This is an optimization exercise on Yosys and OpenROAD, whose aim is small area, a short achievable clock period and few clock cycles per item, not a production implementation. At most, simulation tests tie the RTL to the original design; equivalence was not proved. Power figures rest on the tool's default switching activity, not on a simulated workload.

==> inputs of 04-25 <==
// bicubic_resampler
module bicubic_resampler #(
    parameter int LEN_W = bicubic_pkg::LEN_W
) (
    input  wire logic              CLK,
    input  wire logic              RST,
    input  wire logic              start_i,
    input  wire logic [LEN_W-1:0]  src_len_i,
    input  wire logic [LEN_W-1:0]  dst_len_i,
    input  wire logic              src_valid_i,
    input  wire bicubic_pkg::pix_t src_pix_i,
    output logic                   src_ready_o,
    output logic                   out_valid_o,
    output bicubic_pkg::pix_t      out_pix_o,
    input  wire logic              out_ready_i,
    output logic                   done_o
);
    localparam int QN = 7;   
    logic             busy;        
    logic             done_r;
    logic [LEN_W-1:0] den;         
    logic [LEN_W-1:0] src_left;    
    logic             sl_nz;       
    logic [7:0]       nb;          
    logic             nbv;         
    logic             srdy;        
    logic [LEN_W-1:0] out_left;    
    logic             ol_nz;       
    logic             k8;          
    logic             loaded;      
    logic             filling;     
    logic [1:0]       fsh;         
    logic             out0;        
    logic             prep;        
    logic [QN-1:0]    oc;          
    logic [1:0]       dcnt;        
    logic             ddone;       
    logic [7:0]       kq;          
    logic [LEN_W-1:0] rr;          
    logic [7:0]       xr;          
    logic [7:0]       xn;          
    logic [LEN_W-1:0] en;          
    logic             sh;          
    logic [7:0]         p1, p2, p3;
    logic signed [10:0] ca;
    logic signed [9:0]  cs;        
    logic signed [8:0]  cc;
    logic signed [10:0] pa;        
    logic start_go, pop, iss0, issr, iss, run, avail, step, take, win_sh, use_nb;
    logic [7:0] npix;
    logic [7:0] x_in;
    assign start_go = start_i && !busy;
    assign pop      = out_valid_o && out_ready_i;
    assign run    = prep && ol_nz && !oc[QN-1];
    assign avail  = nbv || !sl_nz;
    assign src_ready_o = srdy;
    assign take   = srdy && src_valid_i;
    assign step   = filling && avail;                     
  ...
Settings: LEC_CHECK=0, ABC_CLOCK_PERIOD_IN_PS=4000, CAP_MARGIN=20, CORE_MARGIN=2, CORE_UTILIZATION=40, SETUP_SLACK_MARGIN=5, SLEW_MARGIN=20, SYNTH_HIERARCHICAL=1; clock period 10.0 ns.
standard.sh (not shown) runs the stock make flow with config.mk's settings and CLKGATE_MAP_FILE= SYNTH_SCRIPT=/design/flow/synth_recipe.tcl, a recipe that flattens the netlist after the stock synthesis.
==> flow/flow/run.sh <==
#!/bin/bash
set -euo pipefail
sed 's/ SETUP_SLACK_MARGIN=[0-9.]* / SETUP_SLACK_MARGIN=6.6 /' standard.sh > standard_margin.sh
grep -q 'SETUP_SLACK_MARGIN=6.6' standard_margin.sh
bash standard_margin.sh > standard.log 2>&1
==> 08-01 (differences from 04-25) <==
--- a/flow/design.v
+++ b/flow/design.v
@@ -881,13 +881,13 @@
 `default_nettype wire
 `timescale 1ns/1ps
 `default_nettype none
 module bicubic_pnext (
     input wire [7:0] p2,
     input wire [7:0] p3,
-    input wire [7:0] n,
+    input wire [9:0] n3,
     output wire [10:0] pn
 );
     wire t1;
     wire t2;
     wire t3;
     wire t4;
@@ -935,52 +935,41 @@
     wire t46;
     wire t47;
     wire t48;
     wire t49;
     wire t50;
     wire t51;
-    wire t52;
-    wire t53;
-    wire t54;
-    wire t55;
-    wire t56;
-    wire t57;
-    wire t58;
-    wire t59;
-    assign t1 = ~p3[2];
-    csa_ha ht2 (.a(p3[0]), .b(p3[1]), .s(t2), .co(t3));
-    csa_fa ft4 (.a(p3[1]), .b(~n[1]), .c(~n[2]), .s(t4), .co(t5));
-    csa_fa ft6 (.a(p3[2]), .b(p3[2]), .c(p3[3]), .s(t6), .co(t7));
-    csa_ha ht8 (.a(~n[2]), .b(~n[3]), .s(t8), .co(t9));
-    csa_fa ft10 (.a(p3[3]), .b(p3[4]), .c(~n[3]), .s(t10), .co(t11));
-    csa_ha ht12 (.a(~n[4]), .b(~p2[4]), .s(t12), .co(t13));
-    csa_fa ft14 (.a(p3[4]), .b(p3[5]), .c(~n[4]), .s(t14), .co(t15));
-    csa_ha ht16 (.a(~n[5]), .b(~p2[5]), .s(t16), .co(t17));
-    csa_fa ft18 (.a(p3[5]), .b(p3[6]), .c(~n[5]), .s(t18), .co(t19));
-    csa_ha ht20 (.a(~n[6]), .b(~p2[6]), .s(t20), .co(t21));
-    csa_fa ft22 (.a(p3[6]), .b(p3[7]), .c(~n[6]), .s(t22), .co(t23));
-    csa_ha ht24 (.a(~n[7]), .b(~p2[7]), .s(t24), .co(t25));
-    csa_ha ht26 (.a(~n[0]), .b(~n[1]), .s(t26), .co(t27));
-    csa_fa ft28 (.a(~p2[2]), .b(t1), .c(t3), .s(t28), .co(t29));
-    csa_fa ft30 (.a(~p2[3]), .b(t8), .c(t5), .s(t30), .co(t31));
-    csa_fa ft32 (.a(t9), .b(t12), .c(t7), .s(t32), .co(t33));
-    csa_fa ft34 (.a(t13), .b(t16), .c(t11), .s(t34), .co(t35));
-    csa_fa ft36 (.a(t17), .b(t20), .c(t15), .s(t36), .co(t37));
-    csa_fa ft38 (.a(t21), .b(t24), .c(t19), .s(t38), .co(t39));
-    csa_fa ft40 (.a(p3[7]), .b(~n[7]), .c(t25), .s(t40), .co(t41));
-    csa_ha ht42 (.a(p3[0]), .b(~n[0]), .s(t42), .co(t43));
-    csa_fa ft44 (.a(~p2[1]), .b(t2), .c(t26), .s(t44), .co(t45));
-    csa_fa ft46 (.a(t27), .b(t4), .c(t28), .s(t46), .co(t47));
-    csa_fa ft48 (.a(t6), .b(t29), .c(t30), .s(t48), .co(t49));
-    csa_fa ft50 (.a(t10), .b(t31), .c(t32), .s(t50), .co(t51));
-    csa_fa ft52 (.a(t14), .b(t33), .c(t34), .s(t52), .co(t53));
-    csa_fa ft54 (.a(t18), .b(t35), .c(t36), .s(t54), .co(t55));
-    csa_fa ft56 (.a(t22), .b(t37), .c(t38), .s(t56), .co(t57));
-    csa_fa ft58 (.a(t23), .b(t40), .c(t39), .s(t58), .co(t59));
-    wire [10:0] ra = {1'b1, t59, t57, t55, t53, t51, t49, t47, t45, t43, t42};
-    wire [10:0] rb = {1'b0, t41, t58, t56, t54, t52, t50, t48, t46, t44, ~p2[0]};
+    assign t1 = ~p3[1];
+    assign t2 = ~p3[7];
+    assign t3 = ~~n3[9];
+    csa_ha ht4 (.a(p3[1]), .b(p3[1]), .s(t4), .co(t5));
+    csa_ha ht6 (.a(p3[2]), .b(p3[3]), .s(t6), .co(t7));
+    csa_ha ht8 (.a(p3[3]), .b(p3[4]), .s(t8), .co(t9));
+    csa_ha ht10 (.a(p3[4]), .b(p3[5]), .s(t10), .co(t11));
+    csa_ha ht12 (.a(p3[5]), .b(p3[6]), .s(t12), .co(t13));
+    csa_ha ht14 (.a(p3[6]), .b(p3[7]), .s(t14), .co(t15));
+    csa_ha ht16 (.a(p3[0]), .b(~n3[1]), .s(t16), .co(t17));
+    csa_fa ft18 (.a(p3[2]), .b(~n3[2]), .c(~p2[2]), .s(t18), .co(t19));
+    csa_fa ft20 (.a(~n3[3]), .b(~p2[3]), .c(t5), .s(t20), .co(t21));
+    csa_fa ft22 (.a(~n3[4]), .b(~p2[4]), .c(t7), .s(t22), .co(t23));
+    csa_fa ft24 (.a(~n3[5]), .b(~p2[5]), .c(t9), .s(t24), .co(t25));
+    csa_fa ft26 (.a(~n3[6]), .b(~p2[6]), .c(t11), .s(t26), .co(t27));
+    csa_fa ft28 (.a(~n3[7]), .b(~p2[7]), .c(t13), .s(t28), .co(t29));
+    csa_ha ht30 (.a(~n3[8]), .b(t2), .s(t30), .co(t31));
+    csa_ha ht32 (.a(p3[0]), .b(~n3[0]), .s(t32), .co(t33));
+    csa_fa ft34 (.a(~p2[1]), .b(t1), .c(t16), .s(t34), .co(t35));
+    csa_fa ft36 (.a(t17), .b(t4), .c(t18), .s(t36), .co(t37));
+    csa_fa ft38 (.a(t6), .b(t19), .c(t20), .s(t38), .co(t39));
+    csa_fa ft40 (.a(t8), .b(t21), .c(t22), .s(t40), .co(t41));
+    csa_fa ft42 (.a(t10), .b(t23), .c(t24), .s(t42), .co(t43));
+    csa_fa ft44 (.a(t12), .b(t25), .c(t26), .s(t44), .co(t45));
+    csa_fa ft46 (.a(t14), .b(t27), .c(t28), .s(t46), .co(t47));
+    csa_fa ft48 (.a(t15), .b(t30), .c(t29), .s(t48), .co(t49));
+    csa_fa ft50 (.a(p3[7]), .b(t3), .c(t31), .s(t50), .co(t51));
+    wire [10:0] ra = {t51, t49, t47, t45, t43, t41, t39, t37, t35, t33, t32};
+    wire [10:0] rb = {~n3[9], t50, t48, t46, t44, t42, t40, t38, t36, t34, ~p2[0]};
     assign pn = ra + rb;
 endmodule
 `default_nettype wire
 `timescale 1ns/1ps
 `default_nettype none
 module bicubic_resampler #(
@@ -1003,12 +992,13 @@
     logic             busy;        
     logic             done_r;
     logic [LEN_W-1:0] den;         
     logic [LEN_W-1:0] src_left;    
     logic             sl_nz;       
     logic [7:0]       nb;          
+    logic [9:0]       nb3;         
     logic             nbv;         
     logic             srdy;        
     logic [LEN_W-1:0] out_left;    
     logic             ol_nz;       
     logic             k8;          
     logic             loaded;      
@@ -1048,18 +1038,20 @@
     assign npix   = nbv ? nb : p3;
     assign x_in   = out0 ? xr : 8'd0;
     logic [LEN_W+1:0] sd;          
     logic [LEN_W+3:0] u1, ua, ub;  
     logic [LEN_W-1:0] r1, r2;
     logic             q1, q2;
+    logic [LEN_W-1:0] dme;         
     always_comb begin
         sd = {1'b0, src_len_i, 1'b0} + {2'b01, ~dst_len_i};
         u1 = {3'b0, en, 1'b0} - {4'b0, den};
         ub = {2'b0, en, 2'b0} - {4'b0, den};
         ua = {2'b0, en, 2'b0} - {3'b0, den, 1'b0} - {4'b0, den};
         q1 = !u1[LEN_W+3];
+        dme = den - en;
         r1 = q1 ? u1[LEN_W-1:0] : {en[LEN_W-2:0], 1'b0};
         if (q1) begin
             q2 = !ua[LEN_W+3];
             r2 = q2 ? ua[LEN_W-1:0] : {u1[LEN_W-2:0], 1'b0};
         end else begin
             q2 = !ub[LEN_W+3];
@@ -1136,14 +1128,17 @@
         out0  <= out0_n;
         ddone <= ddone_n;
         sl_nz <= sl_nz_n;
         nbv   <= nbv_n;
         ol_nz <= ol_nz_n;
         sh    <= sh_n;
-        if (take) nb <= src_pix_i;
-        if (dlast && !k8) den <= LEN_W'(den - r1);
+        if (take) begin
+            nb  <= src_pix_i;
+            nb3 <= {1'b0, src_pix_i, 1'b0} + {2'b0, src_pix_i};
+        end
+        if (dlast && !k8) den <= q1 ? LEN_W'({dme, 1'b0}) : LEN_W'(den - {en[LEN_W-2:0], 1'b0});
         if (start_go) begin
             den      <= dst_len_i - 1'b1;
             k8       <= (src_len_i == dst_len_i);
             src_left <= src_len_i;
             out_left <= dst_len_i;
             loaded   <= 1'b0;
@@ -1179,13 +1174,13 @@
         end
     end
     logic signed [10:0] na, npb;
     logic signed [9:0]  ns;
     logic signed [8:0]  nc;
     bicubic_coef u_coef (.p1(p1), .p2(p2), .p3(p3), .n(npix), .pa(pa), .a(na), .s(ns), .c(nc));
-    bicubic_pnext u_pnext (.p2(p2), .p3(p3), .n(nb), .pn(npb));
+    bicubic_pnext u_pnext (.p2(p2), .p3(p3), .n3(nb3), .pn(npb));
     always_ff @(posedge CLK) begin
         if (step && !loaded) begin
             p1 <= nb;
             p2 <= nb;
             p3 <= nb;
             ca <= '0;
--- a/flow/config.mk
+++ b/flow/config.mk
@@ -5,10 +5,10 @@
 export SDC_FILE = /design/flow/constraint.sdc
 export NUM_CORES = 4
 export LEC_CHECK = 0
 export ABC_CLOCK_PERIOD_IN_PS = 4000
 export CAP_MARGIN = 20
 export CORE_MARGIN = 2
-export CORE_UTILIZATION = 40
+export CORE_UTILIZATION = 55
 export SETUP_SLACK_MARGIN = 5
 export SLEW_MARGIN = 20
 export SYNTH_HIERARCHICAL = 1
==> summary.txt <==
- In 04-25 the clock skew is higher than in 08-01, by 0.0039 ns.
- Against 08-01, the worst hold slack of 04-25 is lower by 0.0032 ns.
- Between 04-25 and 08-01, the lower routed wire length is in 08-01 (gap about 0.5%, measured against 08-01).
- Clock power: 04-25 is smaller than 08-01 (about 7%).
- Between 08-01 and 04-25, the lower register-to-register slack is in 04-25 (gap 0.27 ns).
- Against 04-25, the synthesized cell count of 08-01 is higher by 5.2%.
- Between 08-01 and 04-25, the lower combinational power is in 04-25 (gap about 0.8%, measured against 04-25).
==> figures <==
metric	08-01	04-25
Initial antenna violation count	0	3
Resized cells post-CTS	116	120
Number of non-clock inverters in the layout	182	169
Finished layout cell area	30800 µm²	30300 µm²
Critical R2R Launch	den[1]$_DFFE_PP_	nb[1]$_DFFE_PP_
Layout-to-synthesis area ratio	1.118x	1.133x
Source-to-sink clock delay at the later pin of the worst-skew pair	0.59 ns	0.57 ns
Non-clock buffers	135	143
Run status	finished clean	finished clean
Clock network power consumption	1.76 mW	1.64 mW
Data arrival time of the critical path	3.71 ns	4.06 ns
Count of mapped cells out of synthesis	2688	2556
Worst Setup Slack post-DPL	5.13 ns	5.37 ns
Cell Count Post-Placement	3238	3296
Beginning of the worst hold path	x3[1]$_DFF_P_	pp1[7]$_DFF_P_
Number of sinks handled by clock tree synthesis	407	398
Testbench counts of 08-01, summed over its fixed seeds: cycles 18,916, items 16,987.
Function not checked in 04-25: the RTL went through the layout flow alone.

==> what the ideal ports hide <==
No port has a modelled driver above. Below, the same layouts with a new extraction and two added sets of constraints. Step 1 assumes that a clkbuf_16 drives the clock port and a buf_2 every other input. Step 2 also shifts input and output timing later by t, the mid clock arrival at the registers, as if the neighbouring blocks saw the same clock. Slacks: ideal / step 1 / step 2; pairs: ideal / step 1.
run | t, ns | setup slack, ns | clock arrival spread, ns | slew at the worst register clock pin (ns)
04-25 | 0.621 | 6.343 / 6.343 / 6.028 | 0.027 / 0.027 | 0.07 / 0.07
08-01 | 0.637 | 6.609 / 6.613 / 5.992 | 0.024 / 0.025 | 0.07 / 0.07
After both steps every run listed still meets setup and hold. For 08-01, which loses most, drivers alone change the setup slack by +0.004 ns; drivers and shift together by -0.617 ns.
